What follows belongs to an exercise in optimizing a design on an open flow for small area; a production flow would make more cautious choices. At most, simulation tests tie the RTL to the original design; equivalence was not proved. The RTL of runs 1 and 2 was laid out without a check of its function. No activity file was given, so power comes from the tool's default toggle rates.

==> design.v <==
`timescale 1ns/1ps
`default_nettype none
package notePkg;
	typedef logic [9:0] noteCoord;
	typedef logic [7:0] pixelXCoord;
	typedef logic [6:0] pixelYCoord;
	typedef logic [5:0] noteNumber;
	typedef logic [2:0] pixelColor;
	localparam int noteSpacing = 10;
	localparam int noteWidth = 2;
	localparam int noteHeight = 2;
	localparam pixelColor noteColor = 3'b011;
	localparam pixelColor backgroundColor = 3'b000;
endpackage
`default_nettype wire
`timescale 1ns/1ps
`default_nettype none
module noteHold
(
	input wire logic stored,
	input wire logic write,
	input wire logic hold,
	input wire logic data,
	output logic next
);
	assign next = (write && data) || (hold && stored);
endmodule
`default_nettype wire
`timescale 1ns/1ps
`default_nettype none
module hitZeros3
(
	input wire logic [2:0] stored,
	input wire logic [2:0] must0,
	output logic ok
);
	assign ok = !((stored[0] && must0[0]) || (stored[1] && must0[1]) || (stored[2] && must0[2]));
endmodule
module hitZeros2
(
	input wire logic [1:0] stored,
	input wire logic [1:0] must0,
	output logic ok
);
	assign ok = !((stored[0] && must0[0]) || (stored[1] && must0[1]));
endmodule
module hitOnes2Chain
(
	input wire logic [1:0] stored,
	input wire logic [1:0] mustNot1,
	input wire logic okIn,
	output logic bad
);
	assign bad = !((stored[0] || mustNot1[0]) && (stored[1] || mustNot1[1]) && okIn);
endmodule
module hitOnes2
(
	input wire logic [1:0] stored,
	input wire logic [1:0] mustNot1,
	output logic bad
);
	assign bad = !((stored[0] || mustNot1[0]) && (stored[1] || mustNot1[1]));
endmodule
module hitOnes1
(
	input wire logic stored,
	input wire logic mustNot1,
	output logic ok
);
	assign ok = stored || mustNot1;
endmodule
module hitNone4
(
	input wire logic [3:0] bad,
	output logic ok
);
	assign ok = !(|bad);
endmodule
module hitAll3
(
	input wire logic [2:0] ok,
	output logic miss
);
	assign miss = !(&ok);
endmodule
module noteMatch
(
	input wire logic [16:0] stored,
	input wire logic [16:0] must0,
	input wire logic [16:0] mustNot1,
	output logic miss
);
	logic [5:0] zerosOk;
	logic [7:0] bad;
	logic lastOk;
	logic [1:0] badNone;
	for (genvar g = 0; g < 5; g++)
	begin : zeros
		hitZeros3 zeroGroup (
			.stored(stored[3*g+2:3*g]),
			.must0(must0[3*g+2:3*g]),
			.ok(zerosOk[g])
		);
	end
	hitZeros2 zeroPair (
		.stored(stored[16:15]),
		.must0(must0[16:15]),
		.ok(zerosOk[5])
	);
	for (genvar g = 0; g < 6; g++)
	begin : onesChain
		hitOnes2Chain oneGroup (
			.stored(stored[2*g+1:2*g]),
			.mustNot1(mustNot1[2*g+1:2*g]),
			.okIn(zerosOk[g]),
			.bad(bad[g])
		);
	end
	for (genvar g = 6; g < 8; g++)
	begin : ones
		hitOnes2 oneGroup (
			.stored(stored[2*g+1:2*g]),
			.mustNot1(mustNot1[2*g+1:2*g]),
			.bad(bad[g])
		);
	end
	hitOnes1 oneLast (
		.stored(stored[16]),
		.mustNot1(mustNot1[16]),
		.ok(lastOk)
	);
	hitNone4 noneLow (
		.bad(bad[3:0]),
		.ok(badNone[0])
	);
	hitNone4 noneHigh (
		.bad(bad[7:4]),
		.ok(badNone[1])
	);
	hitAll3 all (
		.ok({lastOk, badNone}),
		.miss(miss)
	);
endmodule
`default_nettype wire
`timescale 1ns/1ps
`default_nettype none
module objetoNotas
(
	input wire logic clk,
	input wire logic reset,
	input wire logic [5:0] numeroNota,
	input wire logic [9:0] posicionYNotaCancion1,
	input wire logic cuente,
	input wire logic movimientoIzquierda,
	input wire logic movimientoDerecha,
	input wire logic [7:0] x,
	input wire logic [6:0] y,
	output logic [2:0] color,
	output logic notaActiva
);
	localparam int noteCount = 23;
	localparam logic [7:0] emptyCode = 8'h81;
	function automatic logic [8:0] add9(input logic [8:0] a, input logic [8:0] b);
		logic carry;
		carry = 1'b0;
		for (int i = 0; i < 9; i++)
		begin
			add9[i] = a[i] ^ b[i] ^ carry;
			carry = (a[i] && b[i]) || (carry && (a[i] ^ b[i]));
		end
	endfunction
	logic [8:0] scrollPhase;
	logic [noteCount-1:0][16:0] noteStore;
	logic hit;
	logic [noteCount-1:0] writeSlot;
	logic [8:0] slotHalfX;
	logic [8:0] loadHalfX;
	logic [6:0] loadY;
	logic [2:0] loadYThermo;
	logic [7:0] loadYCode;
	logic [16:0] writeData;
	for (genvar i = 0; i < noteCount; i++)
	begin : decode
		assign writeSlot[i] = reset || (cuente && (numeroNota == 6'(i + 1)));
	end
	assign slotHalfX = add9(9'(numeroNota), {1'b0, numeroNota, 2'b00});
	assign loadHalfX = add9(scrollPhase, slotHalfX);
	assign loadY = posicionYNotaCancion1[6:0];
	assign loadYThermo = {loadY[1:0] == 2'd3, loadY[1], loadY[1:0] != 2'd0};
	assign loadYCode = {loadY[6:2] ^ (loadY[6:2] >> 1), loadYThermo ^ {3{loadY[2]}}};
	assign writeData[8:0] = loadHalfX ^ (loadHalfX >> 1);
	assign writeData[16:9] = (reset || (posicionYNotaCancion1[9:7] != 3'd0)) ? emptyCode : loadYCode;
	logic [noteCount-1:0] holdSlot;
	logic [noteCount-1:0][16:0] noteNext;
	for (genvar i = 0; i < noteCount; i++)
	begin : slot
		assign holdSlot[i] = !writeSlot[i];
		for (genvar b = 0; b < 17; b++)
		begin : bits
			noteHold hold (
				.stored(noteStore[i][b]),
				.write(writeSlot[i]),
				.hold(holdSlot[i]),
				.data(writeData[b]),
				.next(noteNext[i][b])
			);
		end
		always_ff @(posedge clk)
		begin
			noteStore[i] <= noteNext[i];
		end
	end
	logic scrollRight;
	assign scrollRight = !movimientoIzquierda;
	always_ff @(posedge clk)
	begin
		if (!cuente && (movimientoIzquierda || movimientoDerecha))
		begin
			scrollPhase <= add9(scrollPhase, {{6{scrollRight}}, !scrollRight, scrollRight, 1'b1});
		end
	end
	logic [8:0] queryHalfX;
	logic twoColumns;
	logic [8:0] xGray;
	logic [8:0] xLowest;
	logic [8:0] xFree;
	logic [4:0] row;
	logic [4:0] rowGray;
	logic [4:0] rowLowest;
	logic [4:0] rowFree;
	logic [1:0] yLow;
	logic [2:0] lowMust1;
	logic [2:0] lowMust0;
	logic [16:0] must1;
	logic [16:0] must0;
	logic [noteCount-1:0] noteMiss;
	assign queryHalfX = add9(scrollPhase, 9'(x[7:1]));
	assign twoColumns = !x[0] && (x[7:1] != 7'd0);
	assign xGray = queryHalfX ^ (queryHalfX >> 1);
	for (genvar b = 0; b < 8; b++)
	begin : xLow
		assign xLowest[b] = queryHalfX[b] && (queryHalfX[b:0] == 9'(1 << b));
	end
	assign xLowest[8] = (queryHalfX[7:0] == 8'd0);
	assign xFree = twoColumns ? xLowest : 9'd0;
	assign row = y[6:2];
	assign rowGray = row ^ (row >> 1);
	for (genvar b = 0; b < 5; b++)
	begin : rowLow
		assign rowLowest[b] = row[b] && (row[b:0] == 5'(1 << b));
	end
	assign rowFree = y[1] ? 5'd0 : rowLowest;
	assign yLow = y[1:0];
	always_comb
	begin
		case (yLow)
			2'd0: begin lowMust1 = 3'b000; lowMust0 = 3'b011; end
			2'd1: begin lowMust1 = 3'b000; lowMust0 = 3'b110; end
			2'd2: begin lowMust1 = 3'b000; lowMust0 = 3'b100; end
			default: begin lowMust1 = 3'b001; lowMust0 = 3'b000; end
		endcase
	end
	assign must1 = {rowGray & ~rowFree, y[2] ? lowMust0 : lowMust1, xGray & ~xFree};
	assign must0 = {~rowGray & ~rowFree, y[2] ? lowMust1 : lowMust0, ~xGray & ~xFree};
	for (genvar i = 0; i < noteCount; i++)
	begin : test
		noteMatch match (
			.stored(noteStore[i]),
			.must0(must0),
			.mustNot1(~must1),
			.miss(noteMiss[i])
		);
	end
	always_ff @(posedge clk)
	begin
		if (reset)
		begin
			hit <= 1'b0;
		end
		else
		begin
			hit <= !(&noteMiss);
		end
	end
	assign notaActiva = hit;
	assign color = {1'b0, hit, hit};
endmodule
`default_nettype wire
==> flow/run.sh <==
#!/bin/bash
# Standard layout, with one extra step between synthesis and floorplan: every
# combinational cell that synthesis upsized goes back to its smallest drive
# strength (flow/downsize.py); the standard timing and design repair of the
# later steps upsizes or buffers again wherever it is needed.
set -euo pipefail
here=$(pwd)
bash standard.sh synth > "$here/synth.log" 2>&1
results=$(ls -d "$here"/orfs/results/*/objetoNotas/base)
platform_dir="$FLOW_HOME/platforms/$FLOW_PLATFORM"
python3 flow/downsize.py "$results/1_2_yosys.v" "$platform_dir/lib/sky130_fd_sc_hd__tt_025C_1v80.lib" > "$here/downsize.log" 2>&1
bash standard.sh > "$here/layout.log" 2>&1
==> flow/downsize.py <==
#!/usr/bin/env python3
"""Swap every combinational cell in a netlist for the smallest cell of the same
function (same base name, another drive strength) that the platform allows.
Flip-flops, buffers and inverters are left alone; timing repair later in the
flow upsizes again wherever timing or slew needs it."""
import re, sys

netlist, lib = sys.argv[1], sys.argv[2]
# the platform's dont-use cells: low-power and probe cells
dont_use = ["sky130_fd_sc_hd__lpflow_*", "sky130_fd_sc_hd__probe*"]
area = {}
for chunk in re.split(r'\n\s*cell\s*\(', open(lib).read())[1:]:
    name = re.match(r'\s*"?(\w+)"?\s*\)', chunk)
    a = re.search(r'\n\s*area\s*:\s*([\d.]+)', chunk)
    if name and a:
        area[name.group(1)] = float(a.group(1))
banned = set()
for pat in dont_use:
    rx = re.compile('^' + pat.replace('*', '.*') + '$')
    banned |= {c for c in area if rx.match(c)}
keep = re.compile(r'sky130_fd_sc_hd__(df|edf|sdf|dl|buf|clkbuf|inv|clkinv|bufinv|conb|tap|fill|decap|diode|dly|clkdly)')
best = {}
for c in area:
    if c in banned or keep.match(c):
        continue
    m = re.match(r'(sky130_fd_sc_hd__\w+?)_(\d+)$', c)
    if not m:
        continue
    base = m.group(1)
    key = (area[c], -int(m.group(2)))
    if base not in best or key < best[base][0]:
        best[base] = (key, c)
text = open(netlist).read()
count = 0
def swap(m):
    global count
    cell = m.group(0)
    b = re.match(r'(sky130_fd_sc_hd__\w+?)_(\d+)$', cell)
    if not b or keep.match(cell) or b.group(1) not in best:
        return cell
    new = best[b.group(1)][1]
    if new != cell:
        count += 1
    return new
text = re.sub(r'\bsky130_fd_sc_hd__\w+_\d+\b', swap, text)
open(netlist, 'w').write(text)
print(f"downsize: {count} cells swapped")
==> standard.sh <==
#!/bin/bash
# synth_recipe.tcl (not shown) runs the flow's synth.tcl, then flattens the netlist and writes it again
# the make line also repeats each setting of config.mk as NAME=value (left out here)
make -C /OpenROAD-flow-scripts/flow DESIGN_CONFIG=/design/flow/config.mk WORK_HOME=/design/flow/orfs CLKGATE_MAP_FILE= SYNTH_SCRIPT=/design/flow/synth_recipe.tcl "${@:-finish}"
==> config.mk <==
export PLATFORM = sky130hd
export DESIGN_NAME = objetoNotas
export DESIGN_NICKNAME = objetoNotas
export VERILOG_FILES = /design/flow/design.v
export SDC_FILE = /design/flow/constraint.sdc
export NUM_CORES = 4
export LEC_CHECK = 0
export CAP_MARGIN = 20
export CORE_MARGIN = 2
export CORE_UTILIZATION = 40
export GPL_TIMING_DRIVEN = 0
export SLEW_MARGIN = 20
export SYNTH_HIERARCHICAL = 1
==> constraint.sdc <==
create_clock -name core_clock -period 5.0 [get_ports {clk}]
set_input_delay 1.0000 -clock core_clock [delete_from_list [all_inputs] [get_ports {clk}]]
set_output_delay 1.0000 -clock core_clock [all_outputs]
set_load 0.01 [all_outputs]
==> out/metrics.yaml, run 1 <==
netlist_area_um2: 16900
std_cell_rows: 75
yosys_warnings: 7
outcome: "failed layout checks"
power.density_nw_per_um2: 745
finalWirelength_um: 73300
dp_slack_ns: -1.83
clk_path_buf_depth: 3
core_area_um2: 41900
path_max_fanout: 6
grt_pass1_vias: 16085
checkFailReasons: "negative setup slack"
drt_iter0_markers: 2930
clk-insertion-delay-late_ns: 0.56
seqPwrFrac_pct: 30.1
cts.htree.levels: 2
max_freq_ghz: 0.191
syn2layout_area_growth_pct: 28.2
hold_viol: 0
drv_cap: 0
grt_overflow_total: 0
grt_max_degree: 25
cp.arrival_ns: 5.65
period_minus_slack_ns: 5.24
reg2reg_from: "scrollPhase[0]"
final_util_pct: 51.8
ir_drop_mv: 0.648
cts_tree: "built"
grt_usage_pct: 32.3
wl_per_cell_um: 33.0
crit_type: "input pin to flip-flop"
drive_gt1_share_pct: 18.3
hold_start: "noteStore[33]"
tns_ns: -0.244
synth_cells: 1478
vias: 16516
worst_pin_slew_ns: 1.21
final_nets: 1732
antenna_found_initial: 1
cts_buffers: 44
slew-limit-headroom_pct: 19.4
min_period_over_period_pct: 105
cp-startpoint: "x[1]"
drt.antenna.violating_nets: 0
startpoint_type: "input pin"
die_h_um: 210
drcViolationCount: 0
grt_pass1_wl_um: 105000
cp.required_ns: 5.40
diodes: 0
place_congestion: 0.836
grt_setup_unrepaired: "yes"
cts_root_buffer: "clkbuf_16"
setup_ws_ns: -0.244
cp-end-kind: "flip-flop"
swShare_pct: 41.2
leakagePower_nw: 8.25
p_int_w: 0.00950
clockPowerShare_pct: 20.4
p_comb_share_pct: 49.5
initial_core_util_pct: 40.4
holdWs_ns: 0.495
via_per_inst: 7.44
min_path_type: "flip-flop to flip-flop"
port_buffers: 37
syn_nets: 1558
path_clk_slew_ns: 0.06
clock_skew_ns: 0.0141
slew_violations: 0
netSwitchingPower_w: 0.00665
avgSynthCellArea_um2: 11.4
dp_hpwl_um: 42200
die-area_um2: 44000
clkSinkCount: 401
drt_first_pass_iters: 10
die-width_um: 210
ios: 40
finalSetupViolations: 1
==> layout make-up <==
| cell class | instances | area [µm²] |
|---|---|---|
| buffer | 19 | 111 |
| clock buffer | 64 | 1300 |
| clock inverter | 12 | 135 |
| fill | 3628 | 20200 |
| inverter | 53 | 205 |
| multi-input combinational | 1011 | 9380 |
| sequential | 401 | 8120 |
| tap | 539 | 674 |
| timing repair buffer | 122 | 1780 |
==> worst max-delay path, stage by stage <==
cell and delay (ns):
buf_8 0.08, ha_4 0.12, inv_2 0.03, fa_2 0.33
fa_2 0.35, fa_2 0.35, fa_2 0.34, inv_2 0.07
fa_2 0.21, fa_2 0.45, buf_4 0.20, xnor2_4 0.42
o31a_4 0.40, a222oi_1 0.14, o221ai_1 0.14, nor4_2 0.09
nand3_1 0.13, nand4_1 0.28, nor4_4 0.37, a21oi_2 0.13
==> flip-flops by register name (all words and copies together), names as in the netlist <==
register,count
hit,1
noteStore,391
scrollPhase,9
==> repair_timing <==
action                     4_1_cts  5_1_grt
gates resized for setup         45       12
gates cloned                     5        1
setup endpoints to repair       38        1
setup buffers                   31        6
pin swaps                       24       17
hold buffers                     0        0
==> final timing paths <==
| check | end | slack (ns) | cells past startpoint |
|---|---|---|---|
| hold reg to reg | noteStore[33] | 0.49 | 1 |
| setup / recovery | hit | -0.24 | 20 |
| setup reg to reg | hit | -0.17 | 19 |
| hold / removal | noteStore[33] | 0.49 | 1 |
==> metrics by stage <==
stage	power, W	instances	instance area [µm²]
CTS	0.0157	2214	21600
finish	0.0162	2221	21700
global placement	0.0104	2054	18100
global route	0.0166	2221	21700
floorplan	0.00815	1478	17100
detailed placement	0.0114	2102	19500
==> power groups by stage <==
| stage | Sequential, W | Combinational, W | Clock (W) |
|---|---|---|---|
| after detailed placement | 0.00487 | 0.00658 | 0 |
| after global placement | 0.00485 | 0.00553 | 0 |
| after floorplan | 0.00469 | 0.00346 | 0 |
| final | 0.00486 | 0.00799 | 0.00330 |
| after global routing | 0.00496 | 0.00817 | 0.00344 |
| after CTS | 0.00482 | 0.00753 | 0.00331 |
==> cell usage in the layout, fill, tap and decap left out, types with 25 or more instances in the layout <==
cell type,n
a21o_1,25
a222oi_1,115
a22o_1,391
buf_4,33
clkbuf_16,47
clkdlybuf4s50_1,34
dfxtp_1,392
inv_1,40
nor4_1,39
o221ai_1,138
o22ai_1,46
==> routing by layer <==
metal  up-vias  GRT usage (%)  part of all wire [%]
li1       6861              -                     -
met1      8051           42.5                    39
met2      1324           48.2                    43
met3       280           9.29                    13
met4         0           16.9                   5.3
met5         -              0                     0
==> inputs of run 2 (changes only) <==
--- a/design.v
+++ b/design.v
@@ -184,8 +184,8 @@
 	begin : decode
 		assign writeSlot[i] = reset || (cuente && (numeroNota == 6'(i + 1)));
 	end
-	assign slotHalfX = add9(9'(numeroNota), {1'b0, numeroNota, 2'b00});
-	assign loadHalfX = add9(scrollPhase, slotHalfX);
+	assign slotHalfX = 9'(numeroNota) + {1'b0, numeroNota, 2'b00};
+	assign loadHalfX = scrollPhase + slotHalfX;
 	assign loadY = posicionYNotaCancion1[6:0];
 	assign loadYThermo = {loadY[1:0] == 2'd3, loadY[1], loadY[1:0] != 2'd0};
 	assign loadYCode = {loadY[6:2] ^ (loadY[6:2] >> 1), loadYThermo ^ {3{loadY[2]}}};
@@ -235,7 +235,7 @@
 	logic [16:0] must1;
 	logic [16:0] must0;
 	logic [noteCount-1:0] noteMiss;
-	assign queryHalfX = add9(scrollPhase, 9'(x[7:1]));
+	assign queryHalfX = scrollPhase + 9'(x[7:1]);
 	assign twoColumns = !x[0] && (x[7:1] != 7'd0);
 	assign xGray = queryHalfX ^ (queryHalfX >> 1);
 	for (genvar b = 0; b < 8; b++)
--- a/config.mk
+++ b/config.mk
@@ -7,7 +7,8 @@
 export LEC_CHECK = 0
 export CAP_MARGIN = 20
 export CORE_MARGIN = 2
-export CORE_UTILIZATION = 40
+export CORE_UTILIZATION = 60
+export CTS_BUF_LIST = sky130_fd_sc_hd__clkbuf_4 sky130_fd_sc_hd__clkbuf_8
 export GPL_TIMING_DRIVEN = 0
 export SLEW_MARGIN = 20
 export SYNTH_HIERARCHICAL = 1
==> out/metrics.yaml, run 2 <==
outcome: "failed layout checks"
checkFailReasons: "negative setup slack"
place_congestion: 0.848  # +1.4%
largest_register_ffs: 391  # unchanged
antenna_found_initial: 0  # -1
leakagePower_nw: 8.13  # -1.4%
power_w: 0.0151  # -6.4%
crit_buf_inv: 2  # -2
die-area_um2: 29900  # -32%
netlist_area_um2: 17100  # +1.1%
finalWirelength_um: 66700  # -9.0%
slowest_delay_ns: 0.49  # +0.04 ns
vias: 17004  # +3.0%
fillCellCount: 1969  # -46%
grt_overflow_total: 0  # unchanged
crit_chain: "clkdlybuf4s50_1 > ha_1 > fa_1 > a211oi_2 > nor2_1 > nor2_1 > inv_1 > ha_1 > a21oi_4 > mux2_4 > a222oi_1 > o221ai_1 > nor4_2 > nand3_1 > nand4_1 > nor4_1 > a21oi_1"
avgSynthCellArea_um2: 11.3  # -1.0%
drcViolationCount: 0  # unchanged
initial_core_util_pct: 61.2  # +21 points
grt_usage_pct: 40.9  # +8.6 points
power.density_nw_per_um2: 722  # -3.0%
grt_pass1_vias: 15921  # -1.0%
grt_pass1_wl_um: 94700  # -10%
setup_ws_ns: -0.113  # +0.130 ns
drt_first_pass_iters: 12  # +2
clkSinkCount: 401  # unchanged
yosys_warnings: 7  # unchanged
seqCellArea_um2: 8120  # unchanged
via_per_inst: 8.11  # +9.0%
grt_max_degree: 27  # +8.0%
min_path_type: "flip-flop to flip-flop"
wl_per_cell_um: 31.8  # -3.7%
r2r_slack_ns: 0.23  # +0.40 ns
hold_viol: 0  # unchanged
dp_hpwl_um: 39000  # -7.6%
cts_root_buffer: "clkbuf_8"
crit_type: "input pin to flip-flop"
place_area_um2: 19200  # -1.7%
std_cell_rows: 61  # -19%
syn_nets: 1591  # +2.1%
drv_cap: 0  # unchanged
core_area_um2: 27900  # -33%
path_clk_slew_ns: 0.06  # about the same
slew_violations: 0  # unchanged
critical_path.slowest_cell: "nor4_1"
cp.required_ns: 5.41  # about the same
reg.largest.list: "noteStore x391, scrollPhase x9, hit x1"
dp_slack_ns: -1.47  # +0.361 ns
drive_gt1_share_pct: 15.9  # -2.4 points
die_h_um: 173  # -18%
min_period_over_period_pct: 102  # -2.6 points
drt.antenna.violating_nets: 0  # unchanged
finalSetupViolations: 1  # unchanged
period_minus_slack_ns: 5.11  # -0.130 ns
worst_pin_slew_ns: 1.30  # +0.0928 ns
cts.htree.levels: 3  # +1
syn2layout_area_growth_pct: 22.5
layoutNonFillerInstCount: 2097  # -5.6%
cp-end-kind: "flip-flop"
drt_iter0_markers: 3554  # +21%
cp.arrival_ns: 5.52  # -0.13 ns
cp_top_family: "simple AND/OR/NAND/NOR gates"
die-width_um: 173  # -18%
final_nets: 1754  # +1.3%
multi_input_area_um2: 9330  # -0.49%
port_buffers: 36  # -2.7%
final_common_cell: "dfxtp_1"
cts_hold_buffers: 0  # unchanged
largest-register: "noteStore"
dp_cells: 1964  # -6.6%
startpoint_type: "input pin"
clock_skew_ns: 0.0173  # +0.00320 ns
path_max_fanout: 12  # +6
clk_path_buf_depth: 3  # unchanged
ir_drop_mv: 0.438  # -32%
clk-insertion-delay-late_ns: 0.59  # +0.03 ns
final_cell_mix: "392 x dfxtp_1, 391 x a22o_1, 139 x o221ai_1"
holdWs_ns: 0.489  # -0.00604 ns
cts_buffers: 66  # +50%
synth_cells: 1509  # +2.1%
fin_area_um2: 21000  # -3.4%
ios: 40  # unchanged
cts_tree: "built"
max_freq_ghz: 0.196  # +2.6%
slew-limit-headroom_pct: 13.0  # -6.4 points
## run 2: worst paths after layout
path	to	cells after the start	start
hold / removal	noteStore[373]	1	noteStore[373]
setup reg to reg	hit	16	scrollPhase[0]
hold reg to reg	noteStore[373]	1	noteStore[373]
setup / recovery	hit	17	x[1]
## run 2: what timing repair did
item | CTS | global route
pin swaps | 1 | 10
endpoints found under the setup margin | 1 | 1
cloned | 1 | 4
setup buffers | 3 | 10
hold endpoints to repair | 0 | 0
resized for setup | 14 | 21
## run 2: where the power goes
part / leakage (nW) / total (W) / switching, W / internal [W]
Combinational: 4.06 / 0.00720 / 0.00422 / 0.00298
Sequential: 3.34 / 0.00491 / 0.000752 / 0.00415
Clock: 0.730 / 0.00302 / 0.00131 / 0.00171
Total: 8.13 / 0.0151 / 0.00628 / 0.00885
## run 2: metrics by stage
| stage | setup TNS, ns | utilization, % |
|---|---|---|
| 2_1_floorplan | 0 | - |
| 3_5_place_dp | -1.47 | 68.7 |
| 5_1_grt | -0.189 | 75.0 |
| 3_3_place_gp | -224.23 | 64.2 |
| 4_1_cts | 0 | 74.0 |
| 6_report | -0.113 | 75.0 |
## run 2: cell type report
class,count,share of cell area [%]
buffer,10,0.239
inverter,58,1.04
clock inverter,7,0.496
tap,378,2.26
antenna,1,0.0119
clock buffer,107,6.07
timing repair buffer,90,6.60
multi-input combinational,1045,44.5
sequential,401,38.7
## run 2: layer usage
| layer | up-vias | track usage, % | share of wire (%) |
|---|---|---|---|
| met5 | - | 0 | 0 |
| met4 | 0 | 25.4 | 6.1 |
| met3 | 361 | 11.3 | 14 |
| met2 | 1497 | 61.8 | 43 |
| met1 | 8154 | 52.2 | 36 |
| li1 | 6992 | - | - |
==> inputs of run 3 (changes only) <==
--- a/design.v
+++ b/design.v
@@ -15,19 +15,6 @@
 `default_nettype wire
 `timescale 1ns/1ps
 `default_nettype none
-module noteHold
-(
-	input wire logic stored,
-	input wire logic write,
-	input wire logic hold,
-	input wire logic data,
-	output logic next
-);
-	assign next = (write && data) || (hold && stored);
-endmodule
-`default_nettype wire
-`timescale 1ns/1ps
-`default_nettype none
 module hitZeros3
 (
 	input wire logic [2:0] stored,
@@ -184,31 +171,21 @@
 	begin : decode
 		assign writeSlot[i] = reset || (cuente && (numeroNota == 6'(i + 1)));
 	end
-	assign slotHalfX = 9'(numeroNota) + {1'b0, numeroNota, 2'b00};
-	assign loadHalfX = scrollPhase + slotHalfX;
+	assign slotHalfX = add9(9'(numeroNota), {1'b0, numeroNota, 2'b00});
+	assign loadHalfX = add9(scrollPhase, slotHalfX);
 	assign loadY = posicionYNotaCancion1[6:0];
 	assign loadYThermo = {loadY[1:0] == 2'd3, loadY[1], loadY[1:0] != 2'd0};
 	assign loadYCode = {loadY[6:2] ^ (loadY[6:2] >> 1), loadYThermo ^ {3{loadY[2]}}};
 	assign writeData[8:0] = loadHalfX ^ (loadHalfX >> 1);
 	assign writeData[16:9] = (reset || (posicionYNotaCancion1[9:7] != 3'd0)) ? emptyCode : loadYCode;
-	logic [noteCount-1:0] holdSlot;
-	logic [noteCount-1:0][16:0] noteNext;
 	for (genvar i = 0; i < noteCount; i++)
 	begin : slot
-		assign holdSlot[i] = !writeSlot[i];
-		for (genvar b = 0; b < 17; b++)
-		begin : bits
-			noteHold hold (
-				.stored(noteStore[i][b]),
-				.write(writeSlot[i]),
-				.hold(holdSlot[i]),
-				.data(writeData[b]),
-				.next(noteNext[i][b])
-			);
-		end
 		always_ff @(posedge clk)
 		begin
-			noteStore[i] <= noteNext[i];
+			if (writeSlot[i])
+			begin
+				noteStore[i] <= writeData;
+			end
 		end
 	end
 	logic scrollRight;
@@ -235,7 +212,7 @@
 	logic [16:0] must1;
 	logic [16:0] must0;
 	logic [noteCount-1:0] noteMiss;
-	assign queryHalfX = scrollPhase + 9'(x[7:1]);
+	assign queryHalfX = add9(scrollPhase, 9'(x[7:1]));
 	assign twoColumns = !x[0] && (x[7:1] != 7'd0);
 	assign xGray = queryHalfX ^ (queryHalfX >> 1);
 	for (genvar b = 0; b < 8; b++)
==> run.sh (new file) <==
#!/bin/bash
# synth_recipe.tcl (not shown) runs the flow's synth.tcl, then flattens the netlist and writes it again
# the make line also repeats each setting of config.mk as NAME=value (left out here)
make -C /OpenROAD-flow-scripts/flow DESIGN_CONFIG=/design/flow/config.mk WORK_HOME=/design/flow/orfs CLKGATE_MAP_FILE= SYNTH_SCRIPT=/design/flow/synth_recipe.tcl finish
--- a/config.mk
+++ b/config.mk
@@ -7,8 +7,6 @@
 export LEC_CHECK = 0
 export CAP_MARGIN = 20
 export CORE_MARGIN = 2
-export CORE_UTILIZATION = 60
-export CTS_BUF_LIST = sky130_fd_sc_hd__clkbuf_4 sky130_fd_sc_hd__clkbuf_8
-export GPL_TIMING_DRIVEN = 0
+export CORE_UTILIZATION = 40
 export SLEW_MARGIN = 20
 export SYNTH_HIERARCHICAL = 1
removed: flow/run.sh
removed: flow/downsize.py
removed: standard.sh
==> out/metrics.yaml, run 3 <==
outcome: "failed layout checks"
checkFailReasons: "negative setup slack"
std_cell_rows: 78  # +28%
clkSinkCount: 401  # unchanged
synth_area_leaders: "edfxtp_1 65%, o221ai_2 11%, a222oi_1 6.2%"
grt_pass1_wl_um: 80600  # -15%
reg2reg_to: "hit"
ir_drop_mv: 0.442  # +0.87%
grt_pass1_vias: 12644  # -21%
crit_chain: "buf_8 > ha_4 > fa_2 > fa_2 > inv_2 > fa_2 > inv_2 > fa_2 > fa_2 > fa_2 > ha_4 > buf_6 > and3_4 > a21oi_4 > buf_6 > buf_6 > a222oi_1 > o221ai_2 > nor4_4 > nand3_2 > nand4_1 > nor4_2 > a21oi_1"
die-width_um: 219  # +27%
final_cell_mix: "400 x edfxtp_1, 138 x o221ai_2, 119 x buf_4"
vias: 12271  # -28%
grt_overflow_total: 0  # unchanged
cts_root_buffer: "clkbuf_16"
crit_top_cell: "fa_2"
fin_area_um2: 22600  # +7.8%
critical_path.slowest_cell: "fa_2"
slowest_delay_ns: 0.41  # -0.08 ns
worst_pin_slew_ns: 1.07  # -0.234 ns
path_max_fanout: 4  # -8
synthTopCellsByCount: "400 x edfxtp_1, 138 x o221ai_2, 115 x a222oi_1"
min_to: "scrollPhase[0]"
synth_most_common_cell: "edfxtp_1"
place_congestion: 0.855  # +0.92%
clk_path_buf_depth: 3  # unchanged
synth_top_cell_area_share_pct: 64.8
grt_max_degree: 26  # -3.7%
grt_usage_pct: 22.8  # -18 points
drt_first_pass_iters: 10  # -2
synth_edf_count: 400
clock_skew_ns: 0.0243  # +0.00691 ns
power.density_nw_per_um2: 653  # -9.5%
cts_tree: "built"
ys_seq_area_share_pct: 64.9
synth.ff_latch_count: 401
slew-limit-headroom_pct: 28.8  # +16 points
min_period_over_period_pct: 105  # +2.9 points
syn_nets: 1132  # -29%
netlist_area_um2: 18500  # +8.3%
hold_start: "scrollPhase[0]"
syn2layout_area_growth_pct: 21.9
min_path_cells: 2  # +1
via_per_inst: 6.48  # -20%
reg.largest.list: "noteStore x391, scrollPhase x9, hit x1"
cp-end-kind: "flip-flop"
largest_register_ffs: 391  # unchanged
leakagePower_nw: 7.22  # -11%
ff2ff_path_depth: 22  # +6
ys.flop_type: "edfxtp_1"
max_freq_ghz: 0.190  # -2.8%
avgSynthCellArea_um2: 17.6  # +55%
cp.arrival_ns: 5.77  # +0.25 ns
die_h_um: 219  # +27%
slew_violations: 0  # unchanged
cts.htree.levels: 2  # -1
crit_type: "input pin to flip-flop"
path_clk_slew_ns: 0.06  # about the same
startpoint_type: "input pin"
drcViolationCount: 0  # unchanged
drt.antenna.violating_nets: 0  # unchanged
cts_hold_buffers: 0  # unchanged
drive_gt1_share_pct: 37.2  # +21 points
die-area_um2: 48100  # +61%
power_w: 0.0147  # -2.5%
final_util_pct: 49.6  # -25 points
reg2reg_from: "scrollPhase[0]"
r2r_slack_ns: -0.21  # -0.44 ns
antenna_found_initial: 0  # unchanged
yosysTopAreaCell: "edfxtp_1"
ios: 40  # unchanged
fillCellCount: 3763  # +91%
cp.required_ns: 5.52  # +0.11 ns
grt_setup_unrepaired: "yes"
drt_iter0_markers: 1667  # -53%
wl_per_cell_um: 28.8  # -9.5%
final_common_cell: "edfxtp_1"
period_minus_slack_ns: 5.26  # +0.146 ns
cts_buffers: 44  # -33%
setup_ws_ns: -0.260  # -0.146 ns
port_buffers: 38  # +5.6%
synth_cells: 1052  # -30%
largest-register: "noteStore"
core_area_um2: 45600  # +63%
drv_cap: 0  # unchanged
holdWs_ns: 0.743  # +0.254 ns
dp_hpwl_um: 35300  # -9.5%
async_flop_share_pct: 0
clk-insertion-delay-late_ns: 0.58  # about the same
final_nets: 1343  # -23%
finalSetupViolations: 1  # unchanged
yosys_warnings: 7  # unchanged
finalWirelength_um: 54500  # -18%
min_path_type: "flip-flop to flip-flop"
hold_viol: 0  # unchanged
diodes: 0  # -1
synth.distinct_cells: 45
dp_slack_ns: -1.44  # +0.0278 ns
initial_core_util_pct: 40.7  # -21 points
place_area_um2: 21000  # +9.3%
run 3: final cells by class:
class	count	area, µm²	share of cell area [%]
clock buffer	60	1230	5.46
sequential	401	12000	53.3
inverter	50	190	0.842
multi-input combinational	592	6660	29.5
timing repair buffer	174	1550	6.87
clock inverter	17	174	0.770
tap	600	751	3.32
run 3: worst max-delay path by stage:
stage / start / endpoint / slack [ns]
floorplan: x[1] / hit / -0.24
global placement: x[1] / hit / -1.47
global route: x[1] / hit / -0.36
detailed placement: x[1] / hit / -1.44
CTS: x[1] / hit / -0.27
finish: x[1] / hit / -0.26
run 3: modules after synthesis, one instance, submodules excluded, excerpt:
module	flip-flops and latches	cells inside
objetoNotas	401	638
hitAll3	0	1
hitOnes2Chain	0	1
hitNone4	0	1
hitZeros3	0	1
hitOnes1	0	1
hitOnes2	0	1
hitZeros2	0	1
run 3: what timing repair did:
action | 4_1_cts | 5_1_grt
resized for setup | 29 | 9
buffers inserted | 8 | 1
pin swaps | 17 | 20
setup endpoints to repair | 1 | 1
run 3: routing by layer:
metal	GRT usage, %	routed length [µm]	share of wire, %
met2	39.1	27400	50
met4	9.30	1840	3.4
met1	29.4	21900	40
met5	0	0	0
met3	2.92	3340	6.1
run 3: cells by family after synthesis:
family,after synthesis,share of synthesized area (%)
simple gates,147,6.05
mux,3,0.176
flops,401,64.9
compound gates,373,22.5
other cells,1,0.0202
xor+xnor,24,1.13
fa+ha+maj,44,3.90
buf+inv,59,1.30
run 3: critical path: cells and delay by family:
family / cells / cell delay (ns)
fa+ha+maj: 8 / 2.42
simple gates: 5 / 0.99
compound gates: 4 / 0.79
buf+inv: 6 / 0.57
run 3: through the flow:
step           cells  setup TNS [ns]
2_1_floorplan   1052          -0.236
3_3_place_gp    1809           -5.09
3_5_place_dp    1809           -7.73
4_1_cts         1894          -0.268
5_1_grt         1894          -0.358
6_report        1894          -0.260
run 3: where the power goes:
part	total [W]	internal, W	switching, W
logic	0.00572	0.00239	0.00332
registers	0.00586	0.00517	0.000693
clock network	0.00317	0.00183	0.00134
total	0.0147	0.00940	0.00535

## what the ideal ports hide
How much do the figures lean on ideal ports? The routed layouts below were timed once more, with nothing changed but the port constraints. Step 1 (the two cells are an assumption about what drives the block):
set clk [get_ports {clk}]
set_driving_cell -lib_cell sky130_fd_sc_hd__clkbuf_16 $clk
set_driving_cell -lib_cell sky130_fd_sc_hd__buf_2 [delete_from_list [all_inputs] $clk]
Step 2 also shifts input and output timing later by t, the mid clock arrival at the registers, as if the neighbouring blocks saw the same clock. Three values: ideal, step 1, step 2; two values: the first two.
| run | t, ns | setup slack, ns | cell pins on the clock port's net |
|---|---|---|---|
| run 1 | 0.611 | -0.244 / -0.243 / -0.854 | 1 |
| run 2 | 0.625 | -0.113 / -0.088 / -0.713 | 1 |
| run 3 | 0.629 | -0.260 / -0.248 / -0.877 | 1 |
For run 3, which loses most, drivers alone change the setup slack by +0.012 ns; drivers and shift together by -0.617 ns.
